Source: an optimization exercise on an open RTL-to-GDS flow (aim: small area). Production flows keep margins and buffers that such runs may drop.
RTL that was checked went through simulation tests only; none was proved equivalent to the original.
The RTL of run 2 was laid out without a check of its function.
No activity file was given, so power comes from the tool's default toggle rates.

==> flow/design.v <==
package rvPkg;
    typedef logic [31:0] dataWord;
    typedef logic [4:0] regAddr;
    typedef enum logic [2:0] {
        aluAdd = 3'd0,
        aluSub = 3'd1,
        aluAnd = 3'd2,
        aluOr  = 3'd3,
        aluXor = 3'd4,
        aluSlt = 3'd5,
        aluSll = 3'd6,
        aluSrl = 3'd7
    } aluOp;
    typedef enum logic [1:0] {
        brNone = 2'd0,
        brBeq  = 2'd1,
        brBne  = 2'd2,
        brBlt  = 2'd3
    } branchKind;
    typedef enum logic [1:0] {
        jmpNone = 2'd0,
        jmpJal  = 2'd1,
        jmpJalr = 2'd2
    } jumpKind;
    typedef enum logic [1:0] {
        resAlu     = 2'd0,
        resMem     = 2'd1,
        resPcPlus4 = 2'd2
    } resultKind;
    typedef enum logic [1:0] {
        fwdRegFile = 2'd0,
        fwdFromMem = 2'd1,
        fwdFromWb  = 2'd2
    } fwdSel;
endpackage
module executeStage #(
    parameter int dataWidth    = 32,
    parameter int regAddrWidth = 5
) (
    input  logic              clk,
    input  logic              rstN,
    input  logic              clr,
    input  logic              regWriteD,
    input  logic [1:0]        resultSrcD,
    input  logic              memWriteD,
    input  logic              byteAddrD,
    input  logic [1:0]       jumpTypeD,
    input  logic [1:0]       branchTypeD,
    input  logic [2:0]       aluControlD,
    input  logic              aluSrcD,
    input  logic [31:0]      rd1D,
    input  logic [31:0]      rd2D,
    input  logic [31:0]      pcD,
    input  logic [4:0]       rs1D,
    input  logic [4:0]       rs2D,
    input  logic [4:0]       rdD,
    input  logic [31:0]      immExtD,
    input  logic [31:0]      pcPlus4D,
    input  logic [4:0]       rdW,
    input  logic              regWriteW,
    input  logic [31:0]      resultW,
    output logic              pcSrcE,
    output logic [31:0]      pcTargetE,
    output logic              regWriteM,
    output logic [1:0]        resultSrcM,
    output logic              memWriteM,
    output logic              byteAddrM,
    output logic [31:0]      aluResultM,
    output logic [31:0]      writeDataM,
    output logic [4:0]       rdM,
    output logic [31:0]      pcPlus4M
);
    logic        regWriteE, memWriteE;
    logic [1:0]  jumpTypeE, branchTypeE;
    logic [1:0]  resultSrcE;
    logic        byteAddrE, aluSrcE;
    logic [2:0]  aluControlE;
    logic [31:0] rd1E, rd2E, pcE, immExtE, pcPlus4E;
    logic [4:0]  rs1E, rs2E, rdE;
    always_ff @(posedge clk or negedge rstN) begin
        if (!rstN) begin
            regWriteE   <= 1'b0;
            memWriteE   <= 1'b0;
            jumpTypeE   <= 2'd0;
            branchTypeE <= 2'd0;
        end else begin
            regWriteE   <= regWriteD & ~clr;
            memWriteE   <= memWriteD & ~clr;
            jumpTypeE   <= jumpTypeD & {2{~clr}};
            branchTypeE <= branchTypeD & {2{~clr}};
        end
    end
    always_ff @(posedge clk) begin
        resultSrcE  <= resultSrcD;
        byteAddrE   <= byteAddrD;
        aluSrcE     <= aluSrcD;
        aluControlE <= aluControlD;
        rd1E        <= rd1D;
        rd2E        <= rd2D;
        pcE         <= pcD;
        immExtE     <= immExtD;
        pcPlus4E    <= pcPlus4D;
        rs1E        <= rs1D;
        rs2E        <= rs2D;
        rdE         <= rdD;
    end
    logic        fwdMOk, fwdWOk;
    logic        aFromM, aFromW, bFromM, bFromW;
    logic [31:0] srcA, wdE;
    assign fwdMOk = regWriteM & (resultSrcM == 2'd0) & (|rdM);
    assign fwdWOk = regWriteW & (|rdW);
    assign aFromM = fwdMOk & (rdM == rs1E);
    assign bFromM = fwdMOk & (rdM == rs2E);
    assign aFromW = fwdWOk & (rdW == rs1E);
    assign bFromW = fwdWOk & (rdW == rs2E);
    assign srcA   = aFromM ? aluResultM : (aFromW ? resultW : rd1E);
    assign wdE    = bFromM ? aluResultM : (bFromW ? resultW : rd2E);
    logic [31:0] srcB, bx, aluG, aluP, aluSum, shIn, shOut, aluResultE;
    logic        isSub, sltBit;
    assign srcB  = aluSrcE ? immExtE : wdE;
    assign isSub = (aluControlE == 3'd1) | (aluControlE == 3'd5);
    assign bx    = srcB ^ {32{isSub}};
    assign aluG  = srcA & bx;
    assign aluP  = srcA ^ bx;
    bkAdd32 uAluAdd (.g(aluG), .p(aluP), .cin(isSub), .s(aluSum));
    assign sltBit = (srcA[31] ^ srcB[31]) ? srcA[31] : aluSum[31];
    always_comb begin
        for (int i = 0; i < 32; i++) shIn[i] = aluControlE[0] ? srcA[31-i] : srcA[i];
    end
    assign shOut = shIn << srcB[4:0];
    always_comb begin
        case (aluControlE)
            3'd0, 3'd1: aluResultE = aluSum;
            3'd2:       aluResultE = aluG;              
            3'd3:       aluResultE = aluG | aluP;       
            3'd4:       aluResultE = aluP;              
            3'd5:       aluResultE = {31'd0, sltBit};
            3'd6:       aluResultE = shOut;
            default: begin
                for (int i = 0; i < 32; i++) aluResultE[i] = shOut[31-i];
            end
        endcase
    end
    logic        brEq, brLt, takeBranch, isJalr;
    logic [31:0] tBase, tSum;
    cmp32 uCmp (.a(srcA), .b(wdE), .eq(brEq), .lt(brLt));
    always_comb begin
        case (branchTypeE)
            2'd1:    takeBranch = brEq;
            2'd2:    takeBranch = ~brEq;
            2'd3:    takeBranch = brLt;
            default: takeBranch = 1'b0;
        endcase
    end
    assign isJalr = jumpTypeE[1];
    assign pcSrcE = (jumpTypeE != 2'd0) | takeBranch;
    assign tBase = isJalr ? srcA : pcE;
    bkAdd32 uTgtAdd (.g(tBase & immExtE), .p(tBase ^ immExtE), .cin(1'b0), .s(tSum));
    assign pcTargetE = {tSum[31:1], tSum[0] & ~isJalr};
    always_ff @(posedge clk or negedge rstN) begin
        if (!rstN) begin
            regWriteM <= 1'b0;
            memWriteM <= 1'b0;
        end else begin
            regWriteM <= regWriteE;
            memWriteM <= memWriteE;
        end
    end
    always_ff @(posedge clk) begin
        resultSrcM <= resultSrcE;
        byteAddrM  <= byteAddrE;
        aluResultM <= aluResultE;
        writeDataM <= wdE;
        rdM        <= rdE;
        pcPlus4M   <= pcPlus4E;
    end
endmodule
module bkAdd32 (
    input  logic [31:0] g,
    input  logic [31:0] p,
    input  logic        cin,
    output logic [31:0] s
);
    logic [31:0] G, P;
    always_comb begin
        G = g;
        P = p;
        G[0] = g[0] | (p[0] & cin);
        for (int l = 0; l < 5; l++) begin
            for (int i = 0; i < 32; i++) begin
                if ((i + 1) % (2 << l) == 0) begin
                    G[i] = G[i] | (P[i] & G[i - (1 << l)]);
                    P[i] = P[i] & P[i - (1 << l)];
                end
            end
        end
        for (int l = 3; l >= 0; l--) begin
            for (int i = 0; i < 32; i++) begin
                if ((i + 1) % (2 << l) == (1 << l) && i >= (2 << l)) begin
                    G[i] = G[i] | (P[i] & G[i - (1 << l)]);
                    P[i] = P[i] & P[i - (1 << l)];
                end
            end
        end
        s[0] = p[0] ^ cin;
        for (int i = 1; i < 32; i++) s[i] = p[i] ^ G[i-1];
    end
endmodule
module cmp32 (
    input  logic [31:0] a,
    input  logic [31:0] b,
    output logic        eq,
    output logic        lt
);
    logic [31:0] E, L;
    always_comb begin
        E = ~(a ^ b);
        L = ~a & b;
        L[31] = a[31] & ~b[31];
        for (int l = 0; l < 5; l++) begin
            for (int i = 0; i < 32; i++) begin
                if ((i + 1) % (2 << l) == 0) begin
                    L[i] = L[i] | (E[i] & L[i - (1 << l)]);
                    E[i] = E[i] & E[i - (1 << l)];
                end
            end
        end
        eq = E[31];
        lt = L[31];
    end
endmodule
==> flow/run.sh <==
#!/bin/bash
# synth_recipe.tcl (not shown) runs the flow's synth.tcl, then flattens the netlist and writes it again
# the make line also repeats each setting of config.mk as NAME=value (left out here)
make -C /OpenROAD-flow-scripts/flow DESIGN_CONFIG=/design/flow/config.mk WORK_HOME=/design/flow/orfs CLKGATE_MAP_FILE= SYNTH_SCRIPT=/design/flow/synth_recipe.tcl finish
==> flow/config.mk <==
export PLATFORM = sky130hd
export DESIGN_NAME = executeStage
export DESIGN_NICKNAME = executeStage
export VERILOG_FILES = /design/flow/design.v
export SDC_FILE = /design/flow/constraint.sdc
export NUM_CORES = 4
export LEC_CHECK = 0
export CAP_MARGIN = 20
export CORE_MARGIN = 2
export CORE_UTILIZATION = 40
export SLEW_MARGIN = 20
==> flow/constraint.sdc <==
create_clock -name core_clock -period 8.0 [get_ports {clk}]
set_input_delay 1.6000 -clock core_clock [delete_from_list [all_inputs] [get_ports {clk}]]
set_output_delay 1.6000 -clock core_clock [all_outputs]
set_load 0.01 [all_outputs]
==> results.cfg, run 1 <==
[outcome]
status = complete, but fails checks
failed_layout_checks = negative setup slack

[yosys]
synth_edf_count = 0
synth_cell_type_count = 72
mappedNetlistNets = 1997
yosys_register_bits = 294
netlist_top_cells_area = sky130_fd_sc_hd__dfxtp_1 (36%), sky130_fd_sc_hd__ha_1 (9.8%), sky130_fd_sc_hd__mux2i_1 (7.6%), sky130_fd_sc_hd__a21oi_1 (4.6%), sky130_fd_sc_hd__xnor2_1 (4.3%)
yosysTopAreaCellShare_pct = 35.97
yosysWarningCount = 3
async_flop_share_pct = 2.721
synth_top_cell_by_area = sky130_fd_sc_hd__dfxtp_1
synth_area_sq_um = 15920
synth_cells = 1611
synth-main-ff-cell = sky130_fd_sc_hd__dfxtp_1
synthesized_area_per_cell_sq_um = 9.881
ys_seq_area_share_pct = 37.22

[grt]
first_global_vias = 14817
wire_length_of_the_first_global_routing_pass_um = 88820
maximum_number_of_pins_on_one_net_before_global_route_repair = 51
grt_use_total_pct = 28.37
grt_overflow = 0
initial_antenna_violation_count = 1

[critical_path]
cp-end-kind = primary output
critical_path_class = in -> out
count_of_cells_along_the_worst_register_to_register_path = 27
crit_required_ns = 6.40
r2r_end = aluResultM[0]$_DFF_P_
r2r_setup_slack_ns = 1.26
crit_fanout = 2
worstPathArrival_ns = 6.55
crit_start_category = input pin
reg2reg_from = rdM[1]$_DFF_P_

[sta]
finalSetupViolations = 4
timing.clock.skew_ns = 0.02113
layout_worst_path_cycle_share_pct = 101.9
post-route-worst-setup-slack_ns = -0.1508
max_clock_freq_mhz = 122.7
drv_slew = 0
slew_headroom_pct = 21.55
grt_setup_unrepaired = true
worst_slew_pin_slew_ns = 1.172
final_worst_path_period_need_ns = 8.151
timing_hold_violations_final = 0
total_neg_setup_slack_ns = -0.3791

[clock_tree]
clock_tree.htree_level_count = 2
tritoncts = done
cts_made_buffers = 34
insertion_delay_ns = 0.55
clk_root_buffer_cell = sky130_fd_sc_hd__clkbuf_16
ctsLongestPathBuffers = 3
clk_transition_reported_paths_ns = 0.06
numClockSinks = 294

[detailed_routing]
ant_nets = 0
drt-total-wl_um = 59130
routedWlPerCell_um = 22.04
drc = 0
firstDrtPassIters = 5
drt-vias-per-instance = 5.347
num_vias = 14347
drtIter0Drc = 960

[pwr]
power.net_switching_uw = 1430
power.share.combinational_pct = 30.9
swShare_pct = 30.75
intPower_uw = 3220
total_leakage_power_uw = 0.009721
p_seq_share_pct = 35.3
pwrdens_nw_per_um2 = 204.5
vdd.ir_drop.worst_v = 0.0002079
power_frac_clock_pct = 33.8

[final_layout]
layout-drive-gt1-share_pct = 18.03
fillers = 3497
commonest_non_fill_non_tap_cell_in_the_layout = sky130_fd_sc_hd__clkdlybuf4s50_1
syn_to_final_growth_pct = 42.84
final_nets = 2520
mostFrequentLayoutCells = sky130_fd_sc_hd__clkdlybuf4s50_1 (346), sky130_fd_sc_hd__dfxtp_1 (285), sky130_fd_sc_hd__buf_4 (189), sky130_fd_sc_hd__a21oi_1 (140), sky130_fd_sc_hd__ha_1 (122)
post_layout_nonfiller_instances = 2683

[floorplan]
die_area_sq_um = 41410
row_count = 73
die_w_um = 203.5
initial_utilization_pct = 40.25
chipHeight_um = 203.5
top_level_ports = 368
core-area_sq_um = 39550

[placed_design]
routabilityCongestion = 0.9624
placement.io_buffers = 367
hpwl_um = 45980
dp_cells = 2608

[flow_run]
cap_violations = 0

[worst_hold_path]
whs_path_depth = 0
hold_startpoint = pcPlus4E[9]$_DFF_P_
hold_path.class = reg -> reg
worstHoldEndpoint = pcPlus4M[9]$_DFF_P_
[stage by stage]
step / power, uW / hold slack [ns] / utilization (%) / area [sq um] / worst slack (ns)
after floorplan: 2377 / 0.3096 / - / 15920 / 0.05790
after global placement: 3066 / 0.3098 / 53.90 / 21320 / -1.192
after detailed placement: 3071 / 0.3121 / 53.90 / 21320 / -1.253
after CTS: 4665 / 0.3250 / 57.15 / 22600 / -0.2739
after global routing: 4876 / 0.3322 / 57.49 / 22740 / -0.3792
final: 4650 / 0.3245 / 57.50 / 22740 / -0.1508
[Yosys cell counts, types with 7 or more instances]
| cell | instances |
|---|---|
| sky130_fd_sc_hd__a21o_1 | 27 |
| sky130_fd_sc_hd__nor3_1 | 20 |
| sky130_fd_sc_hd__inv_1 | 119 |
| sky130_fd_sc_hd__buf_1 | 7 |
| sky130_fd_sc_hd__o22ai_1 | 18 |
| sky130_fd_sc_hd__mux2i_1 | 121 |
| sky130_fd_sc_hd__a211oi_1 | 25 |
| sky130_fd_sc_hd__or2_2 | 8 |
| sky130_fd_sc_hd__o21ai_0 | 69 |
| sky130_fd_sc_hd__a21oi_1 | 145 |
| sky130_fd_sc_hd__clkbuf_1 | 52 |
| sky130_fd_sc_hd__a31oi_1 | 19 |
| sky130_fd_sc_hd__mux2_2 | 37 |
| sky130_fd_sc_hd__dfrtp_1 | 8 |
| sky130_fd_sc_hd__nand2b_1 | 9 |
| sky130_fd_sc_hd__a221oi_1 | 19 |
| sky130_fd_sc_hd__xnor2_1 | 78 |
| sky130_fd_sc_hd__nor2b_1 | 16 |
| sky130_fd_sc_hd__or3_1 | 7 |
| sky130_fd_sc_hd__buf_2 | 11 |
| sky130_fd_sc_hd__o21a_1 | 11 |
| sky130_fd_sc_hd__nand4_1 | 15 |
| sky130_fd_sc_hd__fa_1 | 32 |
| sky130_fd_sc_hd__a22oi_1 | 12 |
| sky130_fd_sc_hd__nor2_1 | 107 |
| sky130_fd_sc_hd__mux4_2 | 30 |
| sky130_fd_sc_hd__nand3_1 | 12 |
| sky130_fd_sc_hd__dfxtp_1 | 286 |
| sky130_fd_sc_hd__ha_1 | 125 |
| sky130_fd_sc_hd__nand2_1 | 69 |
[kinds of logic after synthesis]
| kind of cell | count (synthesis) | synth area share, % |
|---|---|---|
| AOI/OAI and AO/OA | 405 | 16.25 |
| xor gates and xnor gates | 84 | 4.622 |
| adders and majority gates | 158 | 13.91 |
| buffers and inverters | 197 | 4.967 |
| DFF | 294 | 37.22 |
| muxes | 192 | 14.87 |
| and+or+nand+nor | 281 | 8.151 |
[what timing repair did]
item	in CTS	in global routing
pin swaps	26	18
hold buffers	0	0
gates resized for setup	79	33
endpoints found under the setup margin	19	15
buffers inserted	11	10
[worst max-delay path by stage]
stage | startpoint | endpoint | slack, ns | depth (start not counted)
2_1_floorplan | rdW[0] | pcTargetE[31] | 0.06 | 22
3_3_place_gp | rdW[2] | pcTargetE[30] | -1.19 | 26
3_5_place_dp | rdW[2] | pcTargetE[31] | -1.25 | 27
4_1_cts | rdW[4] | pcTargetE[31] | -0.27 | 27
5_1_grt | rdW[4] | pcTargetE[31] | -0.38 | 27
6_report | rdW[4] | pcTargetE[31] | -0.15 | 27
[worst max-delay path, stage by stage]
cell and delay, ns:
sky130_fd_sc_hd__buf_8 0.10, sky130_fd_sc_hd__or4_4 0.55, sky130_fd_sc_hd__o211ai_4 0.20, sky130_fd_sc_hd__buf_6 0.13
sky130_fd_sc_hd__nor2_4 0.04, sky130_fd_sc_hd__buf_6 0.11, sky130_fd_sc_hd__mux2i_2 0.19, sky130_fd_sc_hd__a21oi_2 0.09
sky130_fd_sc_hd__mux2_4 0.28, sky130_fd_sc_hd__fa_2 0.39, sky130_fd_sc_hd__a21o_1 0.20, sky130_fd_sc_hd__a21oi_2 0.15
sky130_fd_sc_hd__o211ai_1 0.10, sky130_fd_sc_hd__a31oi_1 0.14, sky130_fd_sc_hd__buf_4 0.17, sky130_fd_sc_hd__o31a_1 0.24
sky130_fd_sc_hd__o31ai_4 0.09, sky130_fd_sc_hd__buf_6 0.17, sky130_fd_sc_hd__a211oi_4 0.33, sky130_fd_sc_hd__o31ai_4 0.10
sky130_fd_sc_hd__a21o_1 0.18, sky130_fd_sc_hd__a21oi_2 0.14, sky130_fd_sc_hd__o21a_1 0.23, sky130_fd_sc_hd__fa_2 0.25
sky130_fd_sc_hd__xnor2_2 0.11, sky130_fd_sc_hd__xnor2_1 0.13, sky130_fd_sc_hd__buf_2 0.15
[final cells by class]
type | count | area, sq um | share of cell area, %
flip-flops and latches | 294 | 5927 | 26.06
well taps | 525 | 656.9 | 2.889
multi-input cells | 1120 | 9432 | 41.48
repair buffers | 564 | 5154 | 22.66
clock inverters | 12 | 166.4 | 0.7318
diodes | 1 | 2.502 | 0.01100
clock buffers | 47 | 950.9 | 4.182
inverters | 120 | 450.4 | 1.981
[sequential cells by signal, indices dropped and copies added, names as in the netlist, 2 cells and up]
signal,flops
rdE,5
resultSrcE,2
aluControlE,3
aluResultM,32
writeDataM,32
rd2E,32
branchTypeE,2
pcPlus4M,32
rs2E,5
jumpTypeE,2
immExtE,32
resultSrcM,2
rdM,5
pcPlus4E,32
rd1E,32
pcE,32
rs1E,5
[power groups by stage]
stage          logic, uW  clock network [uW]  registers [uW]
2_1_floorplan        707                   0            1670
3_3_place_gp        1390                   0            1670
3_5_place_dp        1400                   0            1670
4_1_cts             1410                1610            1640
5_1_grt             1550                1670            1650
6_report            1440                1570            1640
[metal layers]
layer | track usage, % | vias up | wire (um)
met5 | 0 | - | 0
met4 | 7.221 | 0 | 1281
met3 | 6.967 | 88 | 4663
met2 | 45.40 | 548 | 26650
met1 | 38.36 | 6916 | 26530
li1 | - | 6795 | -
==> inputs of run 2 (changes only) <==
--- a/flow/design.v
+++ b/flow/design.v
@@ -104,17 +104,22 @@
         rs2E        <= rs2D;
         rdE         <= rdD;
     end
-    logic        fwdMOk, fwdWOk;
+    logic        fwdMOk;
     logic        aFromM, aFromW, bFromM, bFromW;
     logic [31:0] srcA, wdE;
-    assign fwdMOk = regWriteM & (resultSrcM == 2'd0) & (|rdM);
-    assign fwdWOk = regWriteW & (|rdW);
-    assign aFromM = fwdMOk & (rdM == rs1E);
-    assign bFromM = fwdMOk & (rdM == rs2E);
-    assign aFromW = fwdWOk & (rdW == rs1E);
-    assign bFromW = fwdWOk & (rdW == rs2E);
-    assign srcA   = aFromM ? aluResultM : (aFromW ? resultW : rd1E);
-    assign wdE    = bFromM ? aluResultM : (bFromW ? resultW : rd2E);
+    logic        rs1Nz, rs2Nz;
+    logic [31:0] aEarly, bEarly;
+    assign rs1Nz  = |rs1E;
+    assign rs2Nz  = |rs2E;
+    assign fwdMOk = regWriteM & (resultSrcM == 2'd0);
+    assign aFromM = fwdMOk & rs1Nz & (rdM == rs1E);
+    assign bFromM = fwdMOk & rs2Nz & (rdM == rs2E);
+    assign aFromW = regWriteW & rs1Nz & ~aFromM & (rdW == rs1E);
+    assign bFromW = regWriteW & rs2Nz & ~bFromM & (rdW == rs2E);
+    assign aEarly = aFromM ? aluResultM : rd1E;
+    assign bEarly = bFromM ? aluResultM : rd2E;
+    assign srcA   = aFromW ? resultW : aEarly;
+    assign wdE    = bFromW ? resultW : bEarly;
     logic [31:0] srcB, bx, aluG, aluP, aluSum, shIn, shOut, aluResultE;
     logic        isSub, sltBit;
     assign srcB  = aluSrcE ? immExtE : wdE;
==> flow/flow/run.sh (new file) <==
#!/bin/bash
# Layout flow: the standard ORFS flow (standard synthesis unchanged),
# with the smallest buffer on every port instead of the delay cell that
# buffer_ports picks by default. Each tool's output goes to its own log here.
set -euo pipefail
export BUFFER_PORTS_ARGS="-buffer_cell sky130_fd_sc_hd__buf_1"
bash standard.sh synth > synth.log 2>&1
bash standard.sh finish > layout.log 2>&1
==> flow/standard.sh (new file) <==
#!/bin/bash
# synth_recipe.tcl (not shown) runs the flow's synth.tcl, then flattens the netlist and writes it again
# the make line also repeats each setting of config.mk as NAME=value (left out here)
make -C /OpenROAD-flow-scripts/flow DESIGN_CONFIG=/design/flow/config.mk WORK_HOME=/design/flow/orfs CLKGATE_MAP_FILE= SYNTH_SCRIPT=/design/flow/synth_recipe.tcl "${@:-finish}"
removed: flow/run.sh
==> results.cfg, run 2 <==
[outcome]
status = complete, but fails checks
failed_layout_checks = negative setup slack

[pwr]
power_frac_clock_pct = 33.2
power.share.combinational_pct = 28.3
intPower_uw = 2895
p_seq_share_pct = 38.5
vdd.ir_drop.worst_v = 0.0002259
pwrdens_nw_per_um2 = 215.6
swShare_pct = 32.34
total_leakage_power_uw = 0.008470
power.net_switching_uw = 1384

[critical_path]
reg2reg_from = regWriteM$_DFF_PN0_
critical_path_class = in -> out
r2r_end = aluResultM[30]$_DFF_P_
crit_fanout = 2
crit_required_ns = 6.40
worstPathArrival_ns = 6.43
count_of_cells_along_the_worst_register_to_register_path = 28
crit_start_category = input pin
r2r_setup_slack_ns = 1.35
cp-end-kind = primary output

[sta]
post-route-worst-setup-slack_ns = -0.03260
timing.clock.skew_ns = 0.03786
finalSetupViolations = 2
drv_slew = 0
timing_hold_violations_final = 0
max_clock_freq_mhz = 124.5
worst_slew_pin_slew_ns = 1.093
final_worst_path_period_need_ns = 8.033
grt_setup_unrepaired = true
slew_headroom_pct = 26.87
layout_worst_path_cycle_share_pct = 100.4

[placed_design]
routabilityCongestion = 0.9378
placement.io_buffers = 367
dp_cells = 2569
dp_worst_setup_slack_ns = -0.3225
hpwl_um = 45340

[detailed_routing]
drtIter0Drc = 1033
num_vias = 14452
drt-total-wl_um = 58060
routedWlPerCell_um = 22.01
ant_nets = 0
drt-vias-per-instance = 5.478
drc = 0
firstDrtPassIters = 7

[final_layout]
mostFrequentLayoutCells = sky130_fd_sc_hd__buf_1 (360), sky130_fd_sc_hd__dfxtp_1 (284), sky130_fd_sc_hd__a21oi_1 (161), sky130_fd_sc_hd__buf_4 (135), sky130_fd_sc_hd__ha_1 (124)
commonest_non_fill_non_tap_cell_in_the_layout = sky130_fd_sc_hd__buf_1
multi_input_comb_area_sq_um = 9334
fillers = 3712
register_area_sq_um = 5928
layout-drive-gt1-share_pct = 14.67
n_antenna_cell = 0
final_nets = 2482
syn_to_final_growth_pct = 25.23
post_layout_nonfiller_instances = 2638

[yosys]
yosys-mux-area-fraction_pct = 12.87
synth_edf_count = 0
synth-main-ff-cell = sky130_fd_sc_hd__dfxtp_1
yosysWarningCount = 3
synth_simple_gate_area_share_pct = 9.244
netlist_top_cells_area = sky130_fd_sc_hd__dfxtp_1 (36%), sky130_fd_sc_hd__ha_1 (9.9%), sky130_fd_sc_hd__mux2i_1 (5.6%), sky130_fd_sc_hd__a21oi_1 (5.3%), sky130_fd_sc_hd__mux4_2 (4.4%)
yosys_register_bits = 294
post_synth_xor_area_fraction_pct = 4.421
synth_cells = 1642
ys_seq_area_share_pct = 37.39
yosysTopAreaCellShare_pct = 36.12
synthesized_area_per_cell_sq_um = 9.653
async_flop_share_pct = 2.721
synth_cell_type_count = 78
yosys.area_share.adder_pct = 13.97
synth_top_cell_by_area = sky130_fd_sc_hd__dfxtp_1
synth_area_sq_um = 15850
synth_compound_area_share_pct = 17.22
synthMostInstantiatedCell = sky130_fd_sc_hd__dfxtp_1
synth_top_family_by_area = compound AO/OA/AOI/OAI gates
leading_post_synthesis_cells_by_instance_count = sky130_fd_sc_hd__dfxtp_1 (286), sky130_fd_sc_hd__a21oi_1 (168), sky130_fd_sc_hd__ha_1 (125)
mappedNetlistNets = 2028

[clock_tree]
clock_tree.htree_level_count = 1
clk_transition_reported_paths_ns = 0.06
numClockSinks = 294
insertion_delay_ns = 0.60
tritoncts = done
post_cts_hold_buffer_count = 0
cts_made_buffers = 30
clk_root_buffer_cell = sky130_fd_sc_hd__clkbuf_16
ctsLongestPathBuffers = 3

[worst_hold_path]
hold_startpoint = pcPlus4E[28]$_DFF_P_
worstHoldEndpoint = pcPlus4M[28]$_DFF_P_
whs_path_depth = 0
hold_path.class = reg -> reg

[floorplan]
chipHeight_um = 203.1
die_w_um = 203.1
initial_utilization_pct = 40.73
row_count = 72
core-area_sq_um = 38920
die_area_sq_um = 41230
top_level_ports = 368

[grt]
first_global_vias = 14614
maximum_number_of_pins_on_one_net_before_global_route_repair = 65
initial_antenna_violation_count = 1
grt_overflow = 0
wire_length_of_the_first_global_routing_pass_um = 86550
grt_use_total_pct = 27.53

[flow_run]
cap_violations = 0
==> run 2: worst max path at each step <==
stage | from | endpoint | slack, ns | cells after the start
floorplan | rdW[1] | pcTargetE[31] | 0.39 | 22
detailed placement | rdW[2] | pcTargetE[30] | -0.32 | 27
finish | rdW[4] | pcTargetE[30] | -0.03 | 27
global placement | rdW[3] | pcTargetE[30] | -0.30 | 27
global route | rdW[4] | pcTargetE[31] | -0.23 | 28
CTS | rdW[4] | pcTargetE[30] | -0.006 | 27
==> run 2: kinds of logic (layout without fill, tap and decap cells) <==
kind of cell / Yosys count / after routing
xor+xnor: 80 / 80
compound gates: 432 / 432
simple gates: 318 / 318
buf+inv: 200 / 678
fa+ha+maj: 158 / 158
mux: 160 / 160
flops: 294 / 294
==> run 2: power by group through the flow <==
stage,Clock [uW],Sequential [uW],Combinational [uW]
floorplan,0,1670,700
global placement,0,1680,1150
detailed placement,0,1680,1160
CTS,1460,1650,1190
global route,1510,1660,1320
finish,1420,1650,1210
==> run 2: critical path, stage by stage <==
cell                        delay [ns]
sky130_fd_sc_hd__buf_6            0.10
sky130_fd_sc_hd__xnor2_2          0.13
sky130_fd_sc_hd__nand4_1          0.15
sky130_fd_sc_hd__or2_1            0.28
sky130_fd_sc_hd__mux2_4           0.32
sky130_fd_sc_hd__a21bo_4          0.23
sky130_fd_sc_hd__mux2_4           0.27
sky130_fd_sc_hd__ha_4             0.16
sky130_fd_sc_hd__fa_2             0.33
sky130_fd_sc_hd__a21o_1           0.17
sky130_fd_sc_hd__a21oi_2          0.14
sky130_fd_sc_hd__o21bai_1         0.09
sky130_fd_sc_hd__a21oi_2          0.16
sky130_fd_sc_hd__buf_6            0.15
sky130_fd_sc_hd__o31ai_4          0.12
sky130_fd_sc_hd__a21oi_2          0.18
sky130_fd_sc_hd__buf_6            0.14
sky130_fd_sc_hd__o2111ai_4        0.13
sky130_fd_sc_hd__a31oi_1          0.20
sky130_fd_sc_hd__buf_4            0.14
sky130_fd_sc_hd__nor2b_1          0.04
sky130_fd_sc_hd__o21a_1           0.23
sky130_fd_sc_hd__o41ai_2          0.21
sky130_fd_sc_hd__buf_4            0.16
sky130_fd_sc_hd__fa_2             0.42
sky130_fd_sc_hd__inv_1            0.06
sky130_fd_sc_hd__buf_2            0.12
==> run 2: layout make-up <==
class | instances | area share [%]
Clock inverter | 18 | 1.015
Clock buffer | 38 | 4.085
Tap cell | 518 | 3.265
Multi-Input combinational cell | 1148 | 47.02
Timing Repair Buffer | 506 | 12.55
Sequential cell | 294 | 29.87
Inverter | 116 | 2.194
==> run 2: repair_timing <==
item	in CTS	in global routing
buffers inserted	11	3
gates cloned	0	0
pin swaps	10	4
gates resized for setup	29	15
endpoints found under the setup margin	3	5
endpoints found under the hold margin	0	0
==> run 2: metal layers <==
metal / up-vias / track usage (%) / share of wire [%]
met4: 0 / 9.802 / 3.8
met1: 6963 / 35.11 / 41
met5: - / 0 / 0
li1: 6749 / - / -
met3: 107 / 6.404 / 8.0
met2: 633 / 45.61 / 47
==> run 2: per-stage QoR <==
step	total power (uW)	area [sq um]	hold WS, ns	util [%]	setup TNS, ns
after floorplan	2370	15850	0.3096	-	0
after global placement	2828	18540	0.3095	47.64	-0.6056
after detailed placement	2841	18550	0.3132	47.66	-0.6841
after CTS	4300	19780	0.3265	50.82	-0.005692
after global routing	4492	19850	0.3296	51.00	-0.4813
final	4279	19850	0.3262	51.00	-0.05579
==> inputs of run 3 (changes only) <==
--- a/flow/design.v
+++ b/flow/design.v
@@ -122,7 +122,7 @@
     assign wdE    = bFromW ? resultW : bEarly;
     logic [31:0] srcB, bx, aluG, aluP, aluSum, shIn, shOut, aluResultE;
     logic        isSub, sltBit;
-    assign srcB  = aluSrcE ? immExtE : wdE;
+    assign srcB  = (bFromW & ~aluSrcE) ? resultW : (aluSrcE ? immExtE : bEarly);
     assign isSub = (aluControlE == 3'd1) | (aluControlE == 3'd5);
     assign bx    = srcB ^ {32{isSub}};
     assign aluG  = srcA & bx;
@@ -159,7 +159,7 @@
     end
     assign isJalr = jumpTypeE[1];
     assign pcSrcE = (jumpTypeE != 2'd0) | takeBranch;
-    assign tBase = isJalr ? srcA : pcE;
+    assign tBase = (aFromW & isJalr) ? resultW : (isJalr ? aEarly : pcE);
     bkAdd32 uTgtAdd (.g(tBase & immExtE), .p(tBase ^ immExtE), .cin(1'b0), .s(tSum));
     assign pcTargetE = {tSum[31:1], tSum[0] & ~isJalr};
     always_ff @(posedge clk or negedge rstN) begin
--- a/flow/config.mk
+++ b/flow/config.mk
@@ -7,5 +7,6 @@
 export LEC_CHECK = 0
 export CAP_MARGIN = 20
 export CORE_MARGIN = 2
-export CORE_UTILIZATION = 40
+export CORE_UTILIZATION = 50
+export SETUP_SLACK_MARGIN = 0.2
 export SLEW_MARGIN = 20
==> results.cfg, run 3 <==
[outcome]
status = no timing/DRC/antenna violations

[pwr]
pwrdens_nw_per_um2 = 215.9
intPower_uw = 2946
p_seq_share_pct = 38.2
vdd.ir_drop.worst_v = 0.0002307
power.share.combinational_pct = 28.7
total_leakage_power_uw = 0.008624
power_frac_clock_pct = 33.1
power.net_switching_uw = 1358
swShare_pct = 31.54

[flow_run]
cap_violations = 0

[floorplan]
top_level_ports = 368
die_area_sq_um = 33220
row_count = 65
initial_utilization_pct = 50.62
die_w_um = 182.3
core-area_sq_um = 31390
chipHeight_um = 182.3

[sta]
hold-worst-slack_ns = 0.3241
drv_slew = 0
final_worst_path_period_need_ns = 7.850
total_neg_setup_slack_ns = 0
post-route-worst-setup-slack_ns = 0.1500
slew_headroom_pct = 13.98
worst_slew_pin_slew_ns = 1.286
max_clock_freq_mhz = 127.4
timing.clock.skew_ns = 0.02155
layout_worst_path_cycle_share_pct = 98.13
grt_setup_unrepaired = true
timing_hold_violations_final = 0
finalSetupViolations = 0

[placed_design]
hpwl_um = 44580
dp_worst_setup_slack_ns = -0.1408
dp_cells = 2450
routabilityCongestion = 0.9651
placement.io_buffers = 367

[critical_path]
critical_path_class = in -> out
r2r_setup_slack_ns = 1.17
slowest_delay_ns = 0.33
worst_path_dominant_cell_family = compound AO/OA/AOI/OAI gates
crit_start_category = input pin
worstPathArrival_ns = 6.25
timing.critical_path.mode_cell = sky130_fd_sc_hd__buf_4
crit_fanout = 5
reg2reg_from = rs2E[4]$_DFF_P_
worstSetupPathDepth = 27
cpMaxStageDelayCell = sky130_fd_sc_hd__a211o_1
worst_setup_path_startpoint = rdW[4]
cp-end-kind = primary output
crit_required_ns = 6.40
timing.critical_path.buf_inv = 6
count_of_cells_along_the_worst_register_to_register_path = 25

[grt]
grt_use_total_pct = 33.43
first_global_vias = 14290
initial_antenna_violation_count = 4
wire_length_of_the_first_global_routing_pass_um = 84490
maximum_number_of_pins_on_one_net_before_global_route_repair = 46
grt_overflow = 0

[clock_tree]
numClockSinks = 294
clk_transition_reported_paths_ns = 0.06
insertion_delay_ns = 0.58
tritoncts = done
ctsLongestPathBuffers = 3
clk_root_buffer_cell = sky130_fd_sc_hd__clkbuf_16
post_cts_hold_buffer_count = 0
cts_made_buffers = 29
clock_tree.htree_level_count = 1

[final_layout]
final_nets = 2481
commonest_non_fill_non_tap_cell_in_the_layout = sky130_fd_sc_hd__buf_1
layout-drive-gt1-share_pct = 15.55
mostFrequentLayoutCells = sky130_fd_sc_hd__buf_1 (361), sky130_fd_sc_hd__dfxtp_1 (284), sky130_fd_sc_hd__buf_4 (142), sky130_fd_sc_hd__inv_1 (124), sky130_fd_sc_hd__nor2_1 (124)
syn_to_final_growth_pct = 25.47
fin_util_pct = 63.51
post_layout_nonfiller_instances = 2519

[yosys]
synth_area_sq_um = 15890
synthMostInstantiatedCell = sky130_fd_sc_hd__dfxtp_1
synth_cell_type_count = 71
synth-main-ff-cell = sky130_fd_sc_hd__dfxtp_1
ys_seq_area_share_pct = 37.29
netlist_top_cells_area = sky130_fd_sc_hd__dfxtp_1 (36%), sky130_fd_sc_hd__ha_1 (9.8%), sky130_fd_sc_hd__mux2i_1 (6.3%), sky130_fd_sc_hd__mux4_2 (4.3%), sky130_fd_sc_hd__fa_1 (4.0%)
synth_top_cell_by_area = sky130_fd_sc_hd__dfxtp_1
yosys_register_bits = 294
leading_post_synthesis_cells_by_instance_count = sky130_fd_sc_hd__dfxtp_1 (286), sky130_fd_sc_hd__nor2_1 (126), sky130_fd_sc_hd__ha_1 (125), sky130_fd_sc_hd__inv_1 (125), sky130_fd_sc_hd__a21oi_1 (116)
mappedNetlistNets = 2013
synth_edf_count = 0
yosysTopAreaCellShare_pct = 36.03
synth_cells = 1627
synthesized_area_per_cell_sq_um = 9.767
async_flop_share_pct = 2.721
yosysWarningCount = 3

[detailed_routing]
drc = 0
num_vias = 14690
drt-total-wl_um = 56890
routedWlPerCell_um = 22.59
ant_nets = 0
firstDrtPassIters = 8
drtIter0Drc = 1439
drt-vias-per-instance = 5.832

[worst_hold_path]
hold_path.class = reg -> reg
hold_startpoint = pcPlus4E[28]$_DFF_P_
whs_path_depth = 0
## run 3: cell types whose count changed after synthesis, moves of 11 or more
cell and change:
sky130_fd_sc_hd__a21oi_1 -52, sky130_fd_sc_hd__a31oi_1 +28, sky130_fd_sc_hd__clkbuf_1 -14, sky130_fd_sc_hd__inv_1 +12, sky130_fd_sc_hd__mux2i_1 +11, sky130_fd_sc_hd__nor2_1 +17
sky130_fd_sc_hd__o21ai_0 -19
## run 3: worst paths after layout
kind                                               end
min in group asynchronous       jumpTypeE[1]$_DFF_PN0_
worst min-delay path              pcPlus4M[28]$_DFF_P_
worst min register to register    pcPlus4M[28]$_DFF_P_
max in group asynchronous          regWriteM$_DFF_PN0_
worst max-delay path                     pcTargetE[31]
worst max register to register   aluResultM[0]$_DFF_P_
## run 3: power groups by stage
stage               Combinational [uW]  Sequential [uW]  Clock (uW)
finish                            1230             1640        1430
global route                      1330             1650        1500
CTS                               1200             1640        1450
detailed placement                1180             1670           0
global placement                  1170             1670           0
floorplan                          705             1670           0
## run 3: through the flow
stage	instance area, sq um	total power, uW
6_report	19940	4304
5_1_grt	19940	4489
4_1_cts	19700	4292
3_5_place_dp	18480	2849
3_3_place_gp	18480	2841
2_1_floorplan	15890	2376
## run 3: layout make-up
cell class | count | area (sq um)
clock inverters | 11 | 176.4
clock buffers | 41 | 840.8
repair buffers | 516 | 2576
inverters | 127 | 476.7
diodes | 1 | 2.502
fillers | 2685 | 11450
multi-input cells | 1127 | 9434
flip-flops and latches | 294 | 5928
well taps | 402 | 503.0
## run 3: kinds of logic after synthesis
family	synth area share [%]
multiplexers	13.41
flip-flops	37.29
AND/OR/NAND/NOR	9.520
AO/OA/AOI/OAI	15.98
XOR/XNOR	4.685
buffers and inverters	5.173
adder cells (fa/ha/maj)	13.94
## run 3: timing repair
action | 4_1_cts | 5_1_grt
pin swaps | 13 | 27
endpoints found under the setup margin | 3 | 5
buffers inserted | 5 | 10
gates cloned | 0 | 0
gates resized for setup | 29 | 38
## run 3: metal layers
metal	wire length (um)	track usage [%]	vias up
li1	-	-	6725
met1	24110	46.65	7039
met2	25010	51.91	806
met3	5674	6.985	118
met4	2081	10.84	2
met5	12	0	-
==> inputs of run 4 (changes only) <==
--- a/flow/config.mk
+++ b/flow/config.mk
@@ -8,5 +8,6 @@
 export CAP_MARGIN = 20
 export CORE_MARGIN = 2
 export CORE_UTILIZATION = 50
+export GPL_TIMING_DRIVEN = 0
 export SETUP_SLACK_MARGIN = 0.2
 export SLEW_MARGIN = 20
==> results.cfg, run 4 <==
[yosys]
synthMostInstantiatedCell = sky130_fd_sc_hd__dfxtp_1
synth_edf_count = 0
netlist_top_cells_area = sky130_fd_sc_hd__dfxtp_1 (36%), sky130_fd_sc_hd__ha_1 (9.8%), sky130_fd_sc_hd__mux2i_1 (6.3%), sky130_fd_sc_hd__mux4_2 (4.3%), sky130_fd_sc_hd__fa_1 (4.0%)
synth_area_sq_um = 15890
synthesized_area_per_cell_sq_um = 9.767
ys_seq_area_share_pct = 37.29
yosysTopAreaCellShare_pct = 36.03
synth-main-ff-cell = sky130_fd_sc_hd__dfxtp_1
mappedNetlistNets = 2013
async_flop_share_pct = 2.721
leading_post_synthesis_cells_by_instance_count = sky130_fd_sc_hd__dfxtp_1 (286), sky130_fd_sc_hd__nor2_1 (126), sky130_fd_sc_hd__ha_1 (125), sky130_fd_sc_hd__inv_1 (125), sky130_fd_sc_hd__a21oi_1 (116)
yosysWarningCount = 3
synth_top_cell_by_area = sky130_fd_sc_hd__dfxtp_1
synth_cells = 1627
yosys_register_bits = 294
synth_cell_type_count = 71

[pwr]
power.net_switching_uw = 1421
intPower_uw = 2853
power_frac_clock_pct = 32.9
pwrdens_nw_per_um2 = 216.7
p_seq_share_pct = 38.4
p_total_uw = 4274
swShare_pct = 33.25
total_leakage_power_uw = 0.008295
vdd.ir_drop.worst_v = 0.0002486
power.share.combinational_pct = 28.7

[grt]
wire_length_of_the_first_global_routing_pass_um = 88910
grt_overflow = 0
first_global_vias = 14687
grt_use_total_pct = 36.02
initial_antenna_violation_count = 0
maximum_number_of_pins_on_one_net_before_global_route_repair = 17

[detailed_routing]
drt-vias-per-instance = 5.971
num_vias = 14825
drt-total-wl_um = 61530
routedWlPerCell_um = 24.78
ant_nets = 0
drc = 0
firstDrtPassIters = 6
drtIter0Drc = 1647

[sta]
drv_slew = 0
final_worst_path_period_need_ns = 7.922
max_clock_freq_mhz = 126.2
finalSetupViolations = 0
slew_headroom_pct = 17.19
worst_slew_pin_slew_ns = 1.236
timing_hold_violations_final = 0
total_neg_setup_slack_ns = 0
grt_setup_unrepaired = true
timing.clock.skew_ns = 0.03042
layout_worst_path_cycle_share_pct = 99.03

[critical_path]
r2r_end = aluResultM[0]$_DFF_P_
count_of_cells_along_the_worst_register_to_register_path = 27
crit_start_category = input pin
r2r_setup_slack_ns = 0.45
reg2reg_from = rs2E[1]$_DFF_P_
crit_required_ns = 6.40
worst_setup_path_startpoint = rdW[2]
critical_path_class = in -> out
cp-end-kind = primary output
crit_fanout = 7
worstPathArrival_ns = 6.32

[final_layout]
fillers = 2661
syn_to_final_growth_pct = 24.14
commonest_non_fill_non_tap_cell_in_the_layout = sky130_fd_sc_hd__buf_1
fin_util_pct = 62.84
layout-drive-gt1-share_pct = 12.45
mostFrequentLayoutCells = sky130_fd_sc_hd__buf_1 (368), sky130_fd_sc_hd__dfxtp_1 (286), sky130_fd_sc_hd__inv_1 (124), sky130_fd_sc_hd__nor2_1 (124), sky130_fd_sc_hd__ha_1 (123)
final_nets = 2443

[placed_design]
routabilityCongestion = 0.9986
placement.io_buffers = 367
hpwl_um = 47240

[floorplan]
core-area_sq_um = 31390
die_area_sq_um = 33220
top_level_ports = 368
initial_utilization_pct = 50.62
chipHeight_um = 182.3
row_count = 65
die_w_um = 182.3

[clock_tree]
clk_transition_reported_paths_ns = 0.06
cts_made_buffers = 30
clock_tree.htree_level_count = 1
insertion_delay_ns = 0.60
ctsLongestPathBuffers = 3
tritoncts = done
numClockSinks = 294
clk_root_buffer_cell = sky130_fd_sc_hd__clkbuf_16

[worst_hold_path]
hold_startpoint = pcPlus4E[9]$_DFF_P_
hold_path.class = reg -> reg
worstHoldEndpoint = pcPlus4M[9]$_DFF_P_
whs_path_depth = 0

[flow_run]
cap_violations = 0

[outcome]
status = no timing/DRC/antenna violations
[run 4: changes by cell type in the layout (fill, tap and decap cells not counted), moves of 8 or more]
cell and delta:
sky130_fd_sc_hd__a31oi_4 +8, sky130_fd_sc_hd__clkbuf_1 +39, sky130_fd_sc_hd__buf_4 -106, sky130_fd_sc_hd__a31oi_1 -15, sky130_fd_sc_hd__buf_2 +8
[run 4: cell families (layout without fill, tap and decap cells)]
family	Yosys count	count (layout)	share of synthesized area [%]
multiplexers	169	169	13.41
adder cells (fa/ha/maj)	158	158	13.94
XOR/XNOR	85	85	4.685
AO/OA/AOI/OAI	380	380	15.98
flip-flops	294	294	37.29
buffers and inverters	206	659	5.173
other	0	1	0
AND/OR/NAND/NOR	335	335	9.520
[run 4: area by class of cell]
class	instances	area [sq um]	share of cell area [%]
multi-input combinational	1127	9691	49.12
tap	402	503.0	2.550
inverter	127	476.7	2.417
sequential	294	5926	30.04
antenna	1	2.502	0.01269
clock buffer	38	820.8	4.161
buffer	77	435.4	2.207
timing repair buffer	400	1687	8.550
clock inverter	17	185.2	0.9387
[run 4: critical path, cell delays in order]
cell and delay (ns):
sky130_fd_sc_hd__buf_8 0.11, sky130_fd_sc_hd__xnor2_4 0.12, sky130_fd_sc_hd__nand4_1 0.16, sky130_fd_sc_hd__or2_4 0.30, sky130_fd_sc_hd__buf_12 0.15, sky130_fd_sc_hd__buf_12 0.15
sky130_fd_sc_hd__nand2_8 0.06, sky130_fd_sc_hd__a31oi_4 0.10, sky130_fd_sc_hd__mux2_4 0.29, sky130_fd_sc_hd__fa_2 0.34, sky130_fd_sc_hd__a21o_1 0.21, sky130_fd_sc_hd__a21oi_4 0.27
sky130_fd_sc_hd__o21bai_4 0.13, sky130_fd_sc_hd__a21oi_4 0.30, sky130_fd_sc_hd__o31ai_4 0.11, sky130_fd_sc_hd__a21oi_4 0.24, sky130_fd_sc_hd__o2111ai_4 0.16, sky130_fd_sc_hd__a31oi_4 0.23
sky130_fd_sc_hd__nor2b_1 0.07, sky130_fd_sc_hd__o21a_1 0.21, sky130_fd_sc_hd__o41ai_4 0.27, sky130_fd_sc_hd__fa_2 0.29, sky130_fd_sc_hd__xnor2_2 0.13, sky130_fd_sc_hd__xnor2_1 0.13
sky130_fd_sc_hd__buf_2 0.16
[run 4: per-layer routing]
| layer | vias up | share of wire [%] | GRT usage [%] |
|---|---|---|---|
| li1 | 6662 | - | - |
| met3 | 158 | 10 | 8.701 |
| met4 | 0 | 5.0 | 15.32 |
| met1 | 7126 | 41 | 46.97 |
| met2 | 879 | 44 | 57.28 |
| met5 | - | 0 | 0 |
[run 4: worst max path at each step]
| stage | endpoint | slack, ns |
|---|---|---|
| 2_1_floorplan | pcTargetE[31] | 0.35 |
| 3_3_place_gp | pcTargetE[31] | -2.09 |
| 3_5_place_dp | pcTargetE[31] | -2.11 |
| 4_1_cts | pcTargetE[31] | 0.10 |
| 5_1_grt | pcTargetE[31] | -0.03 |
| 6_report | pcTargetE[31] | 0.08 |
[run 4: power by group through the flow]
stage | clock network (uW) | logic (uW) | registers (uW)
after floorplan | 0 | 705 | 1670
after global placement | 0 | 1120 | 1660
after detailed placement | 0 | 1120 | 1660
after CTS | 1420 | 1180 | 1640
after global routing | 1490 | 1310 | 1650
final | 1410 | 1230 | 1640
[run 4: what timing repair did]
item / 4_1_cts / 5_1_grt
endpoints found under the setup margin: 33 / 8
pin swaps: 32 / 14
buffers inserted: 24 / 7
hold buffers: 0 / 0
gates resized for setup: 105 / 23
[run 4: stage by stage]
| step | cells | hold slack, ns | instance area, sq um | setup slack, ns |
|---|---|---|---|---|
| after floorplan | 1627 | 0.3096 | 15890 | 0.3455 |
| after global routing | 2482 | 0.3306 | 19720 | -0.03410 |
| final | 2483 | 0.3242 | 19730 | 0.07794 |
| after detailed placement | 2396 | 0.3121 | 17800 | -2.108 |
| after global placement | 2396 | 0.3096 | 17770 | -2.093 |
| after CTS | 2474 | 0.3256 | 19550 | 0.1005 |
==> inputs of run 5 (changes only) <==
--- a/flow/config.mk
+++ b/flow/config.mk
@@ -7,7 +7,6 @@
 export LEC_CHECK = 0
 export CAP_MARGIN = 20
 export CORE_MARGIN = 2
-export CORE_UTILIZATION = 50
-export GPL_TIMING_DRIVEN = 0
+export CORE_UTILIZATION = 40
 export SETUP_SLACK_MARGIN = 0.2
 export SLEW_MARGIN = 20
==> results.cfg, run 5 <==
[critical_path]
crit_required_ns = 6.40
cp-end-kind = primary output
timing.critical_path.buf_inv = 6
timing.critical_path.mode_cell = sky130_fd_sc_hd__buf_4
crit_fanout = 7
slowest_delay_ns = 0.32
worst_path_dominant_cell_family = compound AO/OA/AOI/OAI gates
critical_path_class = in -> out
crit_start_category = input pin
cpMaxStageDelayCell = sky130_fd_sc_hd__mux2_2
worstPathArrival_ns = 6.33

[yosys]
synth-main-ff-cell = sky130_fd_sc_hd__dfxtp_1
ys_seq_area_share_pct = 37.29
yosysTopAreaCellShare_pct = 36.03
mappedNetlistNets = 2013
synth_top_cell_by_area = sky130_fd_sc_hd__dfxtp_1
yosysWarningCount = 3
synth_cell_type_count = 71
synth_area_sq_um = 15890
netlist_top_cells_area = sky130_fd_sc_hd__dfxtp_1 (36%), sky130_fd_sc_hd__ha_1 (9.8%), sky130_fd_sc_hd__mux2i_1 (6.3%), sky130_fd_sc_hd__mux4_2 (4.3%), sky130_fd_sc_hd__fa_1 (4.0%)
synthesized_area_per_cell_sq_um = 9.767
yosys_register_bits = 294
synth_edf_count = 0
synth_cells = 1627
synthMostInstantiatedCell = sky130_fd_sc_hd__dfxtp_1
async_flop_share_pct = 2.721
leading_post_synthesis_cells_by_instance_count = sky130_fd_sc_hd__dfxtp_1 (286), sky130_fd_sc_hd__nor2_1 (126), sky130_fd_sc_hd__ha_1 (125), sky130_fd_sc_hd__inv_1 (125), sky130_fd_sc_hd__a21oi_1 (116)

[pwr]
power_frac_clock_pct = 33.7
vdd.ir_drop.worst_v = 0.0001737
swShare_pct = 32.44
power.share.combinational_pct = 28.6
total_leakage_power_uw = 0.008687
pwrdens_nw_per_um2 = 217.1
intPower_uw = 2961
p_seq_share_pct = 37.7
power.net_switching_uw = 1422

[sta]
slew_headroom_pct = 28.46
layout_worst_path_cycle_share_pct = 99.07
hold-worst-slack_ns = 0.3242
drv_slew = 0
timing_hold_violations_final = 0
grt_setup_unrepaired = true
max_clock_freq_mhz = 126.2
final_worst_path_period_need_ns = 7.926
total_neg_setup_slack_ns = 0
worst_slew_pin_slew_ns = 1.070
timing.clock.skew_ns = 0.008960
finalSetupViolations = 0

[floorplan]
chipHeight_um = 203.3
row_count = 73
die_area_sq_um = 41340
top_level_ports = 368
core-area_sq_um = 39460
die_w_um = 203.3
initial_utilization_pct = 40.27

[final_layout]
mostFrequentLayoutCells = sky130_fd_sc_hd__buf_1 (361), sky130_fd_sc_hd__dfxtp_1 (284), sky130_fd_sc_hd__buf_4 (150), sky130_fd_sc_hd__inv_1 (124)
commonest_non_fill_non_tap_cell_in_the_layout = sky130_fd_sc_hd__buf_1
layout-drive-gt1-share_pct = 16.19
final_nets = 2493
syn_to_final_growth_pct = 27.06

[grt]
first_global_vias = 14810
wire_length_of_the_first_global_routing_pass_um = 90380
maximum_number_of_pins_on_one_net_before_global_route_repair = 46
initial_antenna_violation_count = 2
grt_overflow = 0
grt_use_total_pct = 29.06

[detailed_routing]
drc = 0
num_vias = 14638
routedWlPerCell_um = 23.31
drtIter0Drc = 1075
drt-total-wl_um = 61930
drt-vias-per-instance = 5.509
firstDrtPassIters = 5
ant_nets = 0

[clock_tree]
insertion_delay_ns = 0.59
ctsLongestPathBuffers = 3
clk_root_buffer_cell = sky130_fd_sc_hd__clkbuf_16
clock_tree.htree_level_count = 1
numClockSinks = 294
clk_transition_reported_paths_ns = 0.06
tritoncts = done
cts_made_buffers = 31

[outcome]
status = no timing/DRC/antenna violations

[placed_design]
placement.io_buffers = 367
routabilityCongestion = 0.9368
hpwl_um = 48990

[flow_run]
cap_violations = 0

[worst_hold_path]
hold_path.class = reg -> reg
## run 5: per-stage QoR
stage | cell area (sq um) | worst slack (ns) | util [%] | total power [uW] | std cells
final | 20190 | 0.07447 | 51.17 | 4383 | 2657
after global routing | 20190 | -0.1066 | 51.16 | 4585 | 2656
after CTS | 20020 | 0.2066 | 50.73 | 4382 | 2652
after detailed placement | 18790 | -0.1400 | 47.62 | 2885 | 2592
after global placement | 18790 | -0.07207 | 47.61 | 2878 | 2592
after floorplan | 15890 | 0.3455 | - | 2376 | 1627
## run 5: power groups by stage
stage / combinational, uW / clock (uW) / sequential (uW)
finish: 1250 / 1480 / 1650
global route: 1360 / 1570 / 1660
CTS: 1230 / 1510 / 1650
detailed placement: 1210 / 0 / 1680
global placement: 1200 / 0 / 1680
floorplan: 705 / 0 / 1670
## run 5: worst paths after layout
path                                      start                       end  slack [ns]  depth (start not counted)
setup / recovery                         rdW[3]             pcTargetE[31]        0.07                         27
hold / removal             pcPlus4E[15]$_DFF_P_      pcPlus4M[15]$_DFF_P_        0.32                          0
setup reg to reg                rs1E[1]$_DFF_P_     aluResultM[0]$_DFF_P_        0.97                         27
hold reg to reg            pcPlus4E[15]$_DFF_P_      pcPlus4M[15]$_DFF_P_        0.32                          0
max in group asynchronous                  rstN  branchTypeE[1]$_DFF_PN0_        6.80                          1
min in group asynchronous                  rstN       regWriteM$_DFF_PN0_        0.91                          1
## run 5: kinds of logic after synthesis
logic type	count (synthesis)	share of synthesized area (%)
muxes	169	13.41
adders and majority gates	158	13.94
DFF	294	37.29
xor gates and xnor gates	85	4.685
buffers and inverters	206	5.173
and+or+nand+nor	335	9.520
AOI/OAI and AO/OA	380	15.98
## run 5: metal layers
layer	wire [um]	GRT usage, %
met5	13	0
met1	26590	39.45
met3	4853	5.753
met4	2308	10.25
met2	28160	46.04
## run 5: timing repair
action	in CTS	in global routing
pin swaps	15	26
resized for setup	30	32
hold buffers	0	0
setup buffers	3	4
endpoints found under the hold margin	0	0
endpoints found under the setup margin	4	5
## run 5: area by class of cell
type,instances,area [sq um]
diodes,1,2.502
clock buffers,39,865.8
clock inverters,18,200.2
fillers,3785,19270
inverters,127,476.7
multi-input cells,1127,9409
flip-flops and latches,294,5928
well taps,525,656.9
repair buffers,526,2650
## run 5: worst reg2reg max path: cells and delay by family, from the launching register on
family | cells | cell delay (ns)
buffers and inverters | 3 | 0.45
adders and majority gates | 3 | 1.16
xor gates and xnor gates | 1 | 0.17
AOI/OAI and AO/OA | 16 | 3.50
and+or+nand+nor | 4 | 1.23
DFF | 1 | 0.36
==> inputs of run 6 (changes only) <==
==> flow/flow/run.sh (replaced) <==
#!/bin/bash
# Layout flow: the standard ORFS flow (standard synthesis unchanged),
# with the smallest buffer on every port instead of the delay cell that
# buffer_ports picks by default, and a clock tree of smaller buffers without
# dummy loads. Each tool's output goes to its own log here.
set -euo pipefail
export BUFFER_PORTS_ARGS="-buffer_cell sky130_fd_sc_hd__buf_1"
export CTS_ARGS="-sink_clustering_enable -repair_clock_nets -dont_use_dummy_load -buf_list sky130_fd_sc_hd__clkbuf_8"
bash standard.sh synth > synth.log 2>&1
bash standard.sh finish > layout.log 2>&1
--- a/flow/config.mk
+++ b/flow/config.mk
@@ -7,6 +7,6 @@
 export LEC_CHECK = 0
 export CAP_MARGIN = 20
 export CORE_MARGIN = 2
-export CORE_UTILIZATION = 40
+export CORE_UTILIZATION = 50
 export SETUP_SLACK_MARGIN = 0.2
 export SLEW_MARGIN = 20
==> results.cfg, run 6 <==
[critical_path]
timing.critical_path.mode_cell = sky130_fd_sc_hd__buf_4
cp-end-kind = primary output
worstPathArrival_ns = 6.23
cpMaxStageDelayCell = sky130_fd_sc_hd__fa_2
count_of_cells_along_the_worst_register_to_register_path = 25
crit_fanout = 4
critical_path_class = in -> out
crit_start_category = input pin
crit_required_ns = 6.40
slowest_delay_ns = 0.34

[yosys]
synth_top_family_by_area = compound AO/OA/AOI/OAI gates
yosys.area_share.adder_pct = 13.94
leading_post_synthesis_cells_by_instance_count = sky130_fd_sc_hd__dfxtp_1 (286), sky130_fd_sc_hd__nor2_1 (126), sky130_fd_sc_hd__ha_1 (125), sky130_fd_sc_hd__inv_1 (125), sky130_fd_sc_hd__a21oi_1 (116)
synthMostInstantiatedCell = sky130_fd_sc_hd__dfxtp_1
mappedNetlistNets = 2013
yosys-mux-area-fraction_pct = 13.41
synth_top_cell_by_area = sky130_fd_sc_hd__dfxtp_1
ys_seq_area_share_pct = 37.29
yosysWarningCount = 3
synthesized_area_per_cell_sq_um = 9.767
netlist_top_cells_area = sky130_fd_sc_hd__dfxtp_1 (36%), sky130_fd_sc_hd__ha_1 (9.8%), sky130_fd_sc_hd__mux2i_1 (6.3%), sky130_fd_sc_hd__mux4_2 (4.3%), sky130_fd_sc_hd__fa_1 (4.0%)
synth_cells = 1627
synth_simple_gate_area_share_pct = 9.520
synth_edf_count = 0
synth_compound_area_share_pct = 15.98
synth-main-ff-cell = sky130_fd_sc_hd__dfxtp_1
yosysTopAreaCellShare_pct = 36.03
synth_cell_type_count = 71
post_synth_xor_area_fraction_pct = 4.685
async_flop_share_pct = 2.721
synth_area_sq_um = 15890
yosys_register_bits = 294

[pwr]
vdd.ir_drop.worst_v = 0.0002448
total_leakage_power_uw = 0.008481
pwrdens_nw_per_um2 = 199.2

[floorplan]
die_area_sq_um = 33220
chipHeight_um = 182.3
die_w_um = 182.3
core-area_sq_um = 31390
row_count = 65
initial_utilization_pct = 50.62
top_level_ports = 368

[sta]
worst_slew_pin_slew_ns = 1.226
finalSetupViolations = 0
max_clock_freq_mhz = 127.7
hold-worst-slack_ns = 0.3241
timing_hold_violations_final = 0
total_neg_setup_slack_ns = 0
layout_worst_path_cycle_share_pct = 97.86
final_worst_path_period_need_ns = 7.829
slew_headroom_pct = 17.96
drv_slew = 0
timing.clock.skew_ns = 0.09750
grt_setup_unrepaired = true

[final_layout]
commonest_non_fill_non_tap_cell_in_the_layout = sky130_fd_sc_hd__buf_1
final_nets = 2499
layout-drive-gt1-share_pct = 15.68
syn_to_final_growth_pct = 23.57
fillers = 2739
fin_util_pct = 62.55
mostFrequentLayoutCells = sky130_fd_sc_hd__buf_1 (360), sky130_fd_sc_hd__dfxtp_1 (284), sky130_fd_sc_hd__buf_4 (141), sky130_fd_sc_hd__inv_1 (124), sky130_fd_sc_hd__nor2_1 (123)

[clock_tree]
ctsLongestPathBuffers = 3
clk_root_buffer_cell = sky130_fd_sc_hd__clkbuf_8
insertion_delay_ns = 0.61
clock_tree.htree_level_count = 2
post_cts_hold_buffer_count = 0
tritoncts = done
cts_made_buffers = 47
clk_transition_reported_paths_ns = 0.05
numClockSinks = 294

[detailed_routing]
drt-total-wl_um = 57020
firstDrtPassIters = 5
drc = 0
ant_nets = 0
routedWlPerCell_um = 22.68
drtIter0Drc = 1482
num_vias = 14639
drt-vias-per-instance = 5.823

[grt]
first_global_vias = 14394
globalRoute.busiestLayer = met2
met2_usage_pct = 52.17
grt_use_total_pct = 33.64
gr-usage-met1_pct = 46.94
initial_antenna_violation_count = 2
globalRouteMet3Util_pct = 7.124
maximum_number_of_pins_on_one_net_before_global_route_repair = 46
grt_overflow = 0
wire_length_of_the_first_global_routing_pass_um = 84660

[worst_hold_path]
whs_path_depth = 0
hold_path.class = reg -> reg

[outcome]
status = no timing/DRC/antenna violations

[placed_design]
routabilityCongestion = 0.9651
hpwl_um = 44580
placement.io_buffers = 367

[flow_run]
cap_violations = 0
==> run 6: cell type report <==
cell class / instances / area, sq um / share of cell area [%]
flip-flops and latches: 294 / 5928 / 30.19
clock buffers: 47 / 646.9 / 3.294
inverters: 127 / 476.7 / 2.428
well taps: 402 / 503.0 / 2.561
diodes: 1 / 2.502 / 0.01274
repair buffers: 516 / 2616 / 13.32
multi-input cells: 1127 / 9463 / 48.19
==> run 6: worst paths after layout <==
path | slack (ns) | to | from
setup / recovery | 0.17 | pcTargetE[31] | rdW[3]
hold / removal | 0.32 | byteAddrM$_DFF_P_ | byteAddrE$_DFF_P_
setup reg to reg | 1.16 | aluResultM[0]$_DFF_P_ | rs2E[4]$_DFF_P_
hold reg to reg | 0.32 | byteAddrM$_DFF_P_ | byteAddrE$_DFF_P_
max in group asynchronous | 6.82 | branchTypeE[0]$_DFF_PN0_ | rstN
min in group asynchronous | 0.89 | regWriteE$_DFF_PN0_ | rstN
==> run 6: per-stage QoR <==
stage / total power (uW) / area [sq um] / setup WS (ns) / cells
after global routing: 4099 / 19630 / -0.1009 / 2513
after CTS: 3895 / 19320 / 0.2139 / 2502
after floorplan: 2376 / 15890 / 0.3455 / 1627
final: 3912 / 19640 / 0.1709 / 2514
after global placement: 2841 / 18480 / -0.01698 / 2450
after detailed placement: 2849 / 18480 / -0.1408 / 2450
==> run 6: critical path: cells and delay by family <==
family	cells	cell delay (ns)
AOI/OAI and AO/OA	12	1.87
xor gates and xnor gates	3	0.35
adders and majority gates	3	0.72
buffers and inverters	7	1.12
muxes	1	0.30
and+or+nand+nor	2	0.27
==> run 6: cells by family (layout without fill, tap and decap cells) <==
group | after synthesis | after routing
AO/OA/AOI/OAI | 380 | 380
XOR/XNOR | 85 | 85
adder cells (fa/ha/maj) | 158 | 158
buffers and inverters | 206 | 690
flip-flops | 294 | 294
multiplexers | 169 | 169
other | 0 | 1
AND/OR/NAND/NOR | 335 | 335
==> run 6: per-layer routing <==
metal | wire (um) | vias up | part of all wire (%)
met5 | 0 | - | 0
met4 | 1894 | 0 | 3.3
met3 | 5808 | 119 | 10
met2 | 25080 | 774 | 44
met1 | 24230 | 7014 | 42
li1 | - | 6732 | -
==> run 6: power by group <==
part / switching [uW] / internal [uW]
Combinational: 720 / 517
Sequential: 72.8 / 1570
Clock: 514 / 516
==> run 6: repair_timing <==
action / CTS / global route
gates cloned: 0 / 1
pin swaps: 11 / 29
endpoints found under the hold margin: 0 / 0
buffers inserted: 5 / 9
endpoints found under the setup margin: 3 / 5
gates resized for setup: 28 / 42

-- port drivers added, routing unchanged --
How much do the figures lean on ideal ports? The routed layouts below were timed once more, with nothing changed but the port constraints.
Step 1, drivers: a clkbuf_16 drives clk and a buf_2 each remaining input, both assumed.
Step 2 times the ports against the registers' clock, not the clock port: input delays grow and output delays shrink by t, the midpoint of the rising clock arrivals with the driver on.
a / b / c = ideal / step 1 / step 2; a / b = the first two.
| run | t (ns) | setup slack, ns | hold slack, ns | pins driven straight from the clock port |
|---|---|---|---|---|
| run 1 | 0.595 | -0.151 / -0.191 / -0.191 | 0.325 / 0.325 / 0.325 | 1 |
| run 2 | 0.638 | -0.033 / -0.066 / -0.066 | 0.326 / 0.326 / 0.326 | 1 |
| run 3 | 0.625 | 0.150 / 0.109 / 0.109 | 0.324 / 0.324 / 0.324 | 1 |
| run 4 | 0.638 | 0.078 / 0.024 / -0.293 | 0.324 / 0.324 / 0.324 | 1 |
| run 5 | 0.647 | 0.074 / 0.047 / 0.047 | 0.324 / 0.324 / 0.324 | 1 |
| run 6 | 0.614 | 0.171 / 0.136 / 0.136 | 0.324 / 0.324 / 0.324 | 1 |
With both steps, setup timing fails in run 4, where it was met with ideal ports. For run 4, which loses most, drivers alone change the setup slack by -0.054 ns; drivers and shift together by -0.371 ns.
